This is an optimization exercise on Yosys and OpenROAD, whose aim is small area, not a production implementation.
In this exercise RTL edits were held to simulation tests only and were not proved equivalent to the original.
Power figures rest on the tool's default switching activity, not on a simulated workload.

File: design.v
package att_pkg;
    typedef logic [31:0] t_temp;      
    typedef logic [16:0] t_pct;       
    typedef logic [15:0] t_factor;    
    typedef logic [23:0] t_runs;
    typedef logic [15:0] t_count;
    typedef logic [1:0]  t_status;
    typedef logic [2:0]  t_cfg_idx;
    typedef logic [31:0] t_cfg_data;
    localparam t_cfg_idx CfgStepInitial   = 3'd0;
    localparam t_cfg_idx CfgStepFactor    = 3'd1;
    localparam t_cfg_idx CfgStepMinimum   = 3'd2;
    localparam t_cfg_idx CfgPctLow        = 3'd3;
    localparam t_cfg_idx CfgPctHigh       = 3'd4;
    localparam t_cfg_idx CfgRunsBase      = 3'd5;
    localparam t_cfg_idx CfgRunsIncrement = 3'd6;
    localparam t_cfg_idx CfgRunsCeiling   = 3'd7;
    localparam t_status StatusContinue = 2'd0;
    localparam t_status StatusSettled  = 2'd1;
    localparam t_status StatusGaveUp   = 2'd2;
    localparam logic KindStart   = 1'b0;
    localparam logic KindMeasure = 1'b1;
    typedef struct packed {
        logic accept_start;
        logic accept_measure;
        logic adjust;
        logic move;
        logic shrink;
        logic sub;
        logic div_init;
        logic div_step;
        logic calc;
        logic load_out;
    } t_cmd;
    typedef struct packed {
        logic over_band;
        logic below_band;
        logic temp_le_step;
        logic temp_lt_step;
    } t_sts;
endpackage
module att_ctrl (
    input  logic          i_clk,
    input  logic          i_rst_n,
    input  logic          i_in_valid,
    input  logic          i_in_kind,
    output logic          o_in_ready,
    output logic          o_out_valid,
    input  logic          i_out_ready,
    output att_pkg::t_cmd o_cmd,
    input  att_pkg::t_sts i_sts
);
    typedef enum logic [9:0] {
        S_IDLE   = 10'b0000000001,
        S_ADJUST = 10'b0000000010,
        S_MOVE   = 10'b0000000100,
        S_SHRINK = 10'b0000001000,
        S_TEST   = 10'b0000010000,
        S_SUB    = 10'b0000100000,
        S_DIVI   = 10'b0001000000,
        S_DIV    = 10'b0010000000,
        S_CALC   = 10'b0100000000,
        S_FINISH = 10'b1000000000
    } t_state;
    t_state     r_state, n_state;
    logic       r_out_valid, n_out_valid;
    att_pkg::t_cmd       cmd;
    always_comb begin
        n_state     = r_state;
        n_out_valid = r_out_valid && !i_out_ready;
        cmd         = '0;
        case (r_state)
            S_IDLE: begin
                if (i_in_valid) begin
                    if (i_in_kind == att_pkg::KindStart) begin
                        cmd.accept_start = 1'b1;
                        n_state          = S_FINISH;
                    end else begin
                        cmd.accept_measure = 1'b1;
                        n_state            = S_ADJUST;
                    end
                end
            end
            S_ADJUST: begin
                cmd.adjust = 1'b1;
                n_state    = S_MOVE;
            end
            S_MOVE: begin
                cmd.move = 1'b1;
                if (i_sts.over_band) begin
                    n_state = S_DIVI;
                end else if (i_sts.below_band) begin
                    n_state = i_sts.temp_le_step ? S_SHRINK : S_SUB;
                end else begin
                    n_state = S_DIVI;
                end
            end
            S_SHRINK: begin
                cmd.shrink = 1'b1;
                n_state    = S_TEST;
            end
            S_TEST: begin
                n_state = i_sts.temp_lt_step ? S_SHRINK : S_SUB;
            end
            S_SUB: begin
                cmd.sub = 1'b1;
                n_state = S_DIVI;
            end
            S_DIVI: begin
                cmd.div_init = 1'b1;
                n_state      = S_DIV;
            end
            S_DIV: begin
                cmd.div_step = 1'b1;
                n_state      = S_CALC;
            end
            S_CALC: begin
                cmd.calc = 1'b1;
                n_state  = S_FINISH;
            end
            S_FINISH: begin
                if (!r_out_valid || i_out_ready) begin
                    cmd.load_out = 1'b1;
                    n_out_valid  = 1'b1;
                    n_state      = S_IDLE;
                end
            end
            default: begin
                n_state = S_IDLE;
            end
        endcase
    end
    always_ff @(posedge i_clk) begin
        if (!i_rst_n) begin
            r_state     <= S_IDLE;
            r_out_valid <= 1'b0;
        end else begin
            r_state     <= n_state;
            r_out_valid <= n_out_valid;
        end
    end
    assign o_in_ready  = (r_state == S_IDLE);
    assign o_out_valid = r_out_valid;
    assign o_cmd       = cmd;
endmodule
module att_dp (
    input  logic                i_clk,
    input  logic                i_rst_n,
    input  logic                i_cfg_valid,
    input  att_pkg::t_cfg_idx   i_cfg_index,
    input  att_pkg::t_cfg_data  i_cfg_data,
    input  att_pkg::t_temp      i_start_temp,
    input  att_pkg::t_pct       i_measured_pct,
    input  att_pkg::t_cmd       i_cmd,
    output att_pkg::t_sts       o_sts,
    output att_pkg::t_temp      o_run_temp,
    output att_pkg::t_temp      o_end_temp,
    output att_pkg::t_runs      o_run_length,
    output att_pkg::t_status    o_status
);
    localparam logic [28:0] DivRecip = 29'd274877907;
    att_pkg::t_temp   r_step_initial;
    att_pkg::t_factor r_step_factor;
    att_pkg::t_temp   r_step_minimum;
    att_pkg::t_pct    r_pct_low;
    att_pkg::t_pct    r_pct_high;
    att_pkg::t_runs   r_runs_base;
    att_pkg::t_runs   r_runs_inc;
    att_pkg::t_runs   r_runs_ceiling;
    att_pkg::t_temp   r_temp;
    att_pkg::t_temp   r_step;
    logic    r_up;
    logic    r_down;
    att_pkg::t_count  r_count;
    att_pkg::t_runs   r_runs;
    att_pkg::t_pct    r_pct;
    att_pkg::t_status r_status;
    att_pkg::t_temp   r_end;
    logic [39:0] r_runs_prod;
    logic [32:0] r_div_x;
    att_pkg::t_temp       r_div_q;
    att_pkg::t_temp   r_out_temp;
    att_pkg::t_temp   r_out_end;
    att_pkg::t_runs   r_out_len;
    att_pkg::t_status r_out_status;
    logic [47:0] step_prod;
    att_pkg::t_temp       step_shrunk;
    logic [32:0] temp_sum;
    logic        over_band;
    logic        below_band;
    logic [61:0] div_prod;
    logic [40:0] runs_sum;
    logic [39:0] runs_mul;
    assign step_prod   = {16'b0, r_step} * {32'b0, r_step_factor};
    assign step_shrunk = step_prod[47:16];
    assign temp_sum    = {1'b0, r_temp} + {1'b0, r_step};
    assign over_band   = r_pct > r_pct_high;
    assign below_band  = r_pct < r_pct_low;
    assign div_prod    = {29'b0, r_div_x} * {33'b0, DivRecip};
    assign runs_mul    = {16'b0, r_runs_inc} * {24'b0, r_count};
    assign runs_sum    = {17'b0, r_runs_base} + {1'b0, r_runs_prod};
    always_ff @(posedge i_clk) begin
        if (!i_rst_n) begin
            r_step_initial <= 32'd65536;
            r_step_factor  <= 16'd32768;
            r_step_minimum <= 32'd1;
            r_pct_low      <= 17'd19661;
            r_pct_high     <= 17'd32768;
            r_runs_base    <= 24'd1000;
            r_runs_inc     <= 24'd100;
            r_runs_ceiling <= 24'd10000;
            r_temp         <= '0;
            r_step         <= '0;
            r_up           <= 1'b0;
            r_down         <= 1'b0;
            r_count        <= '0;
            r_runs         <= '0;
        end else begin
            if (i_cfg_valid) begin
                case (i_cfg_index)
                    att_pkg::CfgStepInitial:   r_step_initial <= i_cfg_data;
                    att_pkg::CfgStepFactor:    r_step_factor  <= i_cfg_data[15:0];
                    att_pkg::CfgStepMinimum:   r_step_minimum <= i_cfg_data;
                    att_pkg::CfgPctLow:        r_pct_low      <= i_cfg_data[16:0];
                    att_pkg::CfgPctHigh:       r_pct_high     <= i_cfg_data[16:0];
                    att_pkg::CfgRunsBase:      r_runs_base    <= i_cfg_data[23:0];
                    att_pkg::CfgRunsIncrement: r_runs_inc     <= i_cfg_data[23:0];
                    att_pkg::CfgRunsCeiling:   r_runs_ceiling <= i_cfg_data[23:0];
                    default: begin
                    end
                endcase
            end
            if (i_cmd.accept_start) begin
                r_temp  <= i_start_temp;
                r_step  <= r_step_initial;
                r_up    <= 1'b0;
                r_down  <= 1'b0;
                r_count <= '0;
                r_runs  <= r_runs_base;
            end
            if (i_cmd.accept_measure && (r_count != '1)) begin
                r_count <= r_count + 16'd1;
            end
            if (i_cmd.adjust && ((r_down && over_band) || (r_up && below_band))) begin
                r_step <= step_shrunk;
            end
            if (i_cmd.move) begin
                if (over_band) begin
                    r_up   <= 1'b1;
                    r_down <= 1'b0;
                    r_temp <= temp_sum[32] ? '1 : temp_sum[31:0];
                end else if (below_band) begin
                    r_up   <= 1'b0;
                    r_down <= 1'b1;
                end else begin
                    r_up   <= 1'b0;
                    r_down <= 1'b0;
                end
            end
            if (i_cmd.shrink) begin
                r_step <= step_shrunk;
            end
            if (i_cmd.sub) begin
                r_temp <= r_temp - r_step;
            end
            if (i_cmd.calc && (r_runs < r_runs_ceiling)) begin
                r_runs <= (runs_sum > 41'hFFFFFF) ? '1 : runs_sum[23:0];
            end
        end
    end
    always_ff @(posedge i_clk) begin
        if (i_cmd.accept_start) begin
            r_end    <= (i_start_temp != '0) ? i_start_temp - 32'd1 : '0;
            r_status <= att_pkg::StatusContinue;
        end
        if (i_cmd.accept_measure) begin
            r_pct    <= i_measured_pct;
            r_status <= att_pkg::StatusContinue;
        end
        if (i_cmd.move && !over_band && !below_band) begin
            r_status <= att_pkg::StatusSettled;
        end
        if (i_cmd.sub && (r_step < r_step_minimum)) begin
            r_status <= att_pkg::StatusGaveUp;
        end
        if (i_cmd.div_init) begin
            r_div_x     <= {1'b0, r_temp} + 33'd999;
            r_runs_prod <= runs_mul;
        end
        if (i_cmd.div_step) begin
            r_div_q <= {8'b0, div_prod[61:38]};
        end
        if (i_cmd.calc) begin
            r_end <= r_temp - r_div_q;
        end
        if (i_cmd.load_out) begin
            r_out_temp   <= r_temp;
            r_out_end    <= r_end;
            r_out_len    <= r_runs;
            r_out_status <= r_status;
        end
    end
    assign o_sts.over_band    = over_band;
    assign o_sts.below_band   = below_band;
    assign o_sts.temp_le_step = r_temp <= r_step;
    assign o_sts.temp_lt_step = r_temp < r_step;
    assign o_run_temp   = r_out_temp;
    assign o_end_temp   = r_out_end;
    assign o_run_length = r_out_len;
    assign o_status     = r_out_status;
endmodule
module acceptance_temperature_tuner (
    input  logic        i_clk,
    input  logic        i_rst_n,
    input  logic        i_in_valid,
    output logic        o_in_ready,
    input  logic        i_in_kind,
    input  logic [31:0] i_in_start_temp,
    input  logic [16:0] i_in_measured_pct,
    output logic        o_out_valid,
    input  logic        i_out_ready,
    output logic [31:0] o_out_run_temp,
    output logic [31:0] o_out_end_temp,
    output logic [23:0] o_out_run_length,
    output logic [1:0]  o_out_status,
    input  logic        i_cfg_valid,
    output logic        o_cfg_ready,
    input  logic [2:0]  i_cfg_index,
    input  logic [31:0] i_cfg_data
);
    att_pkg::t_cmd cmd;
    att_pkg::t_sts sts;
    assign o_cfg_ready = 1'b1;
    att_ctrl u_ctrl (
        .i_clk       (i_clk),
        .i_rst_n     (i_rst_n),
        .i_in_valid  (i_in_valid),
        .i_in_kind   (i_in_kind),
        .o_in_ready  (o_in_ready),
        .o_out_valid (o_out_valid),
        .i_out_ready (i_out_ready),
        .o_cmd       (cmd),
        .i_sts       (sts)
    );
    att_dp u_dp (
        .i_clk          (i_clk),
        .i_rst_n        (i_rst_n),
        .i_cfg_valid    (i_cfg_valid),
        .i_cfg_index    (i_cfg_index),
        .i_cfg_data     (i_cfg_data),
        .i_start_temp   (i_in_start_temp),
        .i_measured_pct (i_in_measured_pct),
        .i_cmd          (cmd),
        .o_sts          (sts),
        .o_run_temp     (o_out_run_temp),
        .o_end_temp     (o_out_end_temp),
        .o_run_length   (o_out_run_length),
        .o_status       (o_out_status)
    );
endmodule
File: constraint.sdc
create_clock -name core_clock -period 10.0 [get_ports {i_clk}]
set_input_delay 2.0000 -clock core_clock [delete_from_list [all_inputs] [get_ports {i_clk}]]
set_output_delay 2.0000 -clock core_clock [all_outputs]
set_load 0.01 [all_outputs]
File: config.mk
export PLATFORM = sky130hd
export DESIGN_NAME = acceptance_temperature_tuner
export DESIGN_NICKNAME = acceptance_temperature_tuner
export VERILOG_FILES = /design/flow/design.v
export SDC_FILE = /design/flow/constraint.sdc
export NUM_CORES = 4
export LEC_CHECK = 0
export CAP_MARGIN = 20
export CORE_MARGIN = 2
export CORE_UTILIZATION = 40
export SLEW_MARGIN = 20
File: run.sh
#!/bin/bash
# synth_recipe.tcl (not shown) runs the flow's synth.tcl, then flattens the netlist and writes it again
# the make line also repeats each setting of config.mk as NAME=value (left out here)
make -C /OpenROAD-flow-scripts/flow DESIGN_CONFIG=/design/flow/config.mk WORK_HOME=/design/flow/orfs CLKGATE_MAP_FILE= SYNTH_SCRIPT=/design/flow/synth_recipe.tcl finish
==> qor.txt <==
register area share after synthesis -> 18.8%
HP Start -> u_dp.r_end[11]
Worst slew margin -> 21.7%
register share of total power -> 42.2%
largest family of logic cells by synthesized area -> adder cells
Switching Fraction -> 28.1%
area occupied by multi-input gates -> 49900 sq um
post-place setup slack -> 1.54 ns
Worst-Skew Late Latency -> 0.71 ns
Synth area leader -> fa_1
status -> timing/DRC/antenna clean
clock network power share -> 46.2%
Max Clk Rate -> 119 MHz
Die ar. -> 179000 sq um
worst flop-to-flop path endpoint -> u_dp.r_div_q[20]
CP Class -> register to register
first-pass GRT wire length -> 333000 microns
Combinational Power Share -> 11.6%
Worst Max-Slew Pin Slew -> 1.17 ns
core area -> 174000 sq um
Initial Util -> 40.3%
Reg2Reg Depth -> 25
pwr/cell area -> 75.0 nW/um^2
post-synth top area share -> 29.6%
Synth Area in XOR/XNOR -> 2.39%
Sink Count -> 541
Final HPWL DP -> 167000 microns
Setup TNS -> 0 ns
Syn Nets -> 9719
post-cts hold buffer count -> 0
post-CTS sizing -> 0
Layout area overhead -> 9.50%
final worst slack -> 1.57 ns
Post-synth ARST share -> 0%
post-synth cell types -> 85
Setup Buffers After CTS -> 0
CTS HTree Levels -> 3
mux cell area share after synthesis -> 0.305%
Mapped Area -> 70100 sq um
MaxCap Viol Count -> 0
Power Total -> 5.76 mW
Post-Synth Adder-Cell Area -> 44.4%
unrepaired setup endpoints after global routing -> no
via count -> 53473
Crit. End Element -> register
Fin Hold WS -> 0.417 ns
Mapped Cells -> 7766
# rows -> 153
die height -> 423 microns
CTS Buffer Depth -> 3
Setup Viol. Count Final -> 0
CTS tree -> done
WP data arrival -> 8.85 ns
routability cong. -> 0.949
vias in the first global route -> 56250
Int Pwr -> 4.14 mW
fin nets -> 9737
Area contributors post-synth -> fa_1 (30%), ha_1 (15%), edfxtp_1 (10%), dfxtp_1 (8.7%), inv_1 (8.3%)
clk root buf -> clkbuf_16
# port buffers -> 181
Final Hold Fails -> 0
reg-to-reg slack, setup -> 1.57 ns
Post-Place Cells -> 10037
compound-cell area share of the yosys netlist -> 9.48%
Worst setup SP type -> register
antenna violations before repair -> 4
DRT antenna net count -> 0
total congestion overflow -> 0
WL final -> 213000 microns
Final Skew -> 0.0620 ns
switching power -> 1.62 mW
maximum number of pins on one net before global-route repair -> 103
Die W -> 423 microns
GRT Overall Usage -> 24.2%
Initial DRT Pass Iterations -> 5
WL/cell -> 21.0 microns
Primary FF master, synth -> dfxtp_1
ratio of cells with drive above 1 in the final layout -> 3.33%
Top Ports -> 183
Residual DRC -> 0
Post-Layout Cell Count -> 10167
fin. max-slew vios -> 0
filler cell count in the final layout -> 16944
Tcrit/Tclk final -> 84.3%
RR Startpoint -> u_dp.r_div_x[13]
most frequent cells after synthesis -> inv_1 (1554), nand2_1 (1208), fa_1 (1036)
crit path max fanout -> 11
top-count cell post-synth -> inv_1
peak supply drop -> 0.122 mV
via density per instance -> 5.26
HP Class -> register to register
hold depth -> 0
Syn Area/Cell -> 9.02 sq um
Leak Pwr -> 36.1 nW
Inserted Clock Buffers -> 69
synthesis-stage register bit count -> 541
fin crit period -> 8.43 ns
Register Area -> 13200 sq um
initial DRC count -> 3801
Post-synth EDFFs -> 236
Synth warnings -> 2
Synth Area in Simple Gates -> 14.5%
worst hold path endpoint -> u_dp.r_out_end[11]
Reg clk slew, reported paths -> 0.06 ns
Crit path required time -> 10.41 ns
layer usage:
layer | vias to the layer above | wire, microns | track usage [%]
met5 | - | 13 | 0
met4 | 2 | 8630 | 8.71
met3 | 325 | 13300 | 3.25
met2 | 1736 | 101000 | 40.6
met1 | 26835 | 90300 | 31.9
li1 | 24575 | - | -
logic make-up (layout without fill, tap and decap cells):
group | Yosys count | after routing
buffers and inverters | 1887 | 1962
adder cells (fa/ha/maj) | 1863 | 1863
multiplexers | 21 | 21
AO/OA/AOI/OAI | 1048 | 1048
other | 1 | 2
flip-flops | 541 | 541
AND/OR/NAND/NOR | 2214 | 2214
XOR/XNOR | 191 | 191
metrics by stage:
step	utilization, %	cell area (sq um)
3_5_place_dp	42.7	74400
4_1_cts	44.1	76700
3_3_place_gp	42.7	74400
5_1_grt	44.1	76700
6_report	44.1	76700
2_1_floorplan	-	70100
critical path: stages (launching register included):
cell and delay [ns]:
edfxtp_1 0.84, ha_1 0.38, fa_1 0.42, fa_1 0.49
inv_1 0.05, fa_1 0.47, inv_1 0.05, fa_1 0.48
fa_1 0.46, fa_1 0.51, inv_1 0.05, fa_1 0.47
inv_1 0.04, ha_1 0.28, a21oi_1 0.17, o21ai_0 0.14
a221oi_1 0.40, o22ai_1 0.18, a31oi_1 0.36, o21ai_0 0.27
a41oi_1 0.49, o21a_1 0.24, a31oi_1 0.18, a41o_1 0.33
o41ai_1 0.32, xnor2_1 0.10
flip-flops by register name, summed over array words and instances, names as in the netlist, 32 cells and up:
signal and cells:
u_dp.r_end 32, u_dp.r_out_temp 32, u_dp.r_step_initial 32, u_dp.r_runs_prod 40, u_dp.r_out_end 32, u_dp.r_step 32
u_dp.r_temp 32, u_dp.r_div_x 33, u_dp.r_step_minimum 32
how the worst max path moves through the flow:
stage,startpoint,endpoint
CTS,u_dp.r_div_x[13],u_dp.r_div_q[20]
global route,u_dp.r_div_x[9],u_dp.r_div_q[22]
global placement,u_dp.r_div_x[13],u_dp.r_div_q[20]
detailed placement,u_dp.r_div_x[13],u_dp.r_div_q[20]
finish,u_dp.r_div_x[13],u_dp.r_div_q[20]
floorplan,u_dp.r_div_x[24],u_dp.r_div_q[22]
cells in the final DEF, fill, tap and decap left out, types with 14 or more instances in the layout:
master	Yosys	layout
a2111oi_0	15	15
a211oi_1	19	19
a21boi_0	25	25
a21o_1	103	103
a21oi_1	395	395
a221oi_1	17	17
a31oi_1	25	24
and2_1	346	346
and3_1	42	42
buf_4	3	99
clkbuf_1	304	14
clkbuf_16	0	70
clkdlybuf4s50_1	0	180
dfxtp_1	305	299
edfxtp_1	236	236
fa_1	1036	1036
ha_1	827	827
inv_1	1554	1553
mux2i_1	18	18
nand2_1	1208	1205
nand2b_1	42	42
nand3_1	97	96
nand3b_1	15	15
nand4_1	42	42
nor2_1	234	231
nor2b_1	33	32
nor3_1	59	56
nor4_1	18	18
o211ai_1	50	50
o21a_1	35	35
o21ai_0	160	159
o21bai_1	39	39
o22ai_1	19	19
o31ai_1	21	21
or3_1	27	27
xnor2_1	115	115
xor2_1	76	76
final cells by class:
| class | instances | area share, % |
|---|---|---|
| clock buffers | 89 | 2.44 |
| diodes | 1 | 0.00326 |
| inverters | 1554 | 7.61 |
| clock inverters | 39 | 0.636 |
| well taps | 2325 | 3.79 |
| multi-input cells | 5338 | 65.0 |
| repair buffers | 280 | 3.33 |
| flip-flops and latches | 541 | 17.2 |
power groups by stage:
stage	sequential (mW)	clock, mW	combinational (mW)
2_1_floorplan	2.42	0	0.432
6_report	2.43	2.66	0.669
3_5_place_dp	2.47	0	0.659
4_1_cts	2.43	2.73	0.663
5_1_grt	2.43	2.81	0.733
3_3_place_gp	2.47	0	0.653

-- separate check: timing with driven ports --
The flow's constraints put no driver on any port. The routed layout listed below was extracted and timed again, unchanged, in two steps. Step 1: set_driving_cell puts a clkbuf_16 on i_clk and a buf_2 on each other input, an assumption about the parent block. Step 2 times the ports against the registers' clock, not the clock port: input delays grow and output delays shrink by t, the midpoint of the rising clock arrivals with the driver on. Three values: ideal ports, drivers, drivers and shift; two values: the first two.
t (ns): 0.756
slack for setup (ns): 1.566 / 1.566 / 1.566
worst hold slack (ns): 0.417 / 0.417 / 0.417
clock arrival spread, ns: 0.063 / 0.063
pins driven straight from the clock port: 1
After both steps setup and hold are still met in this run. For this run, drivers alone change the setup slack by 0.000 ns; drivers and shift together by 0.000 ns.
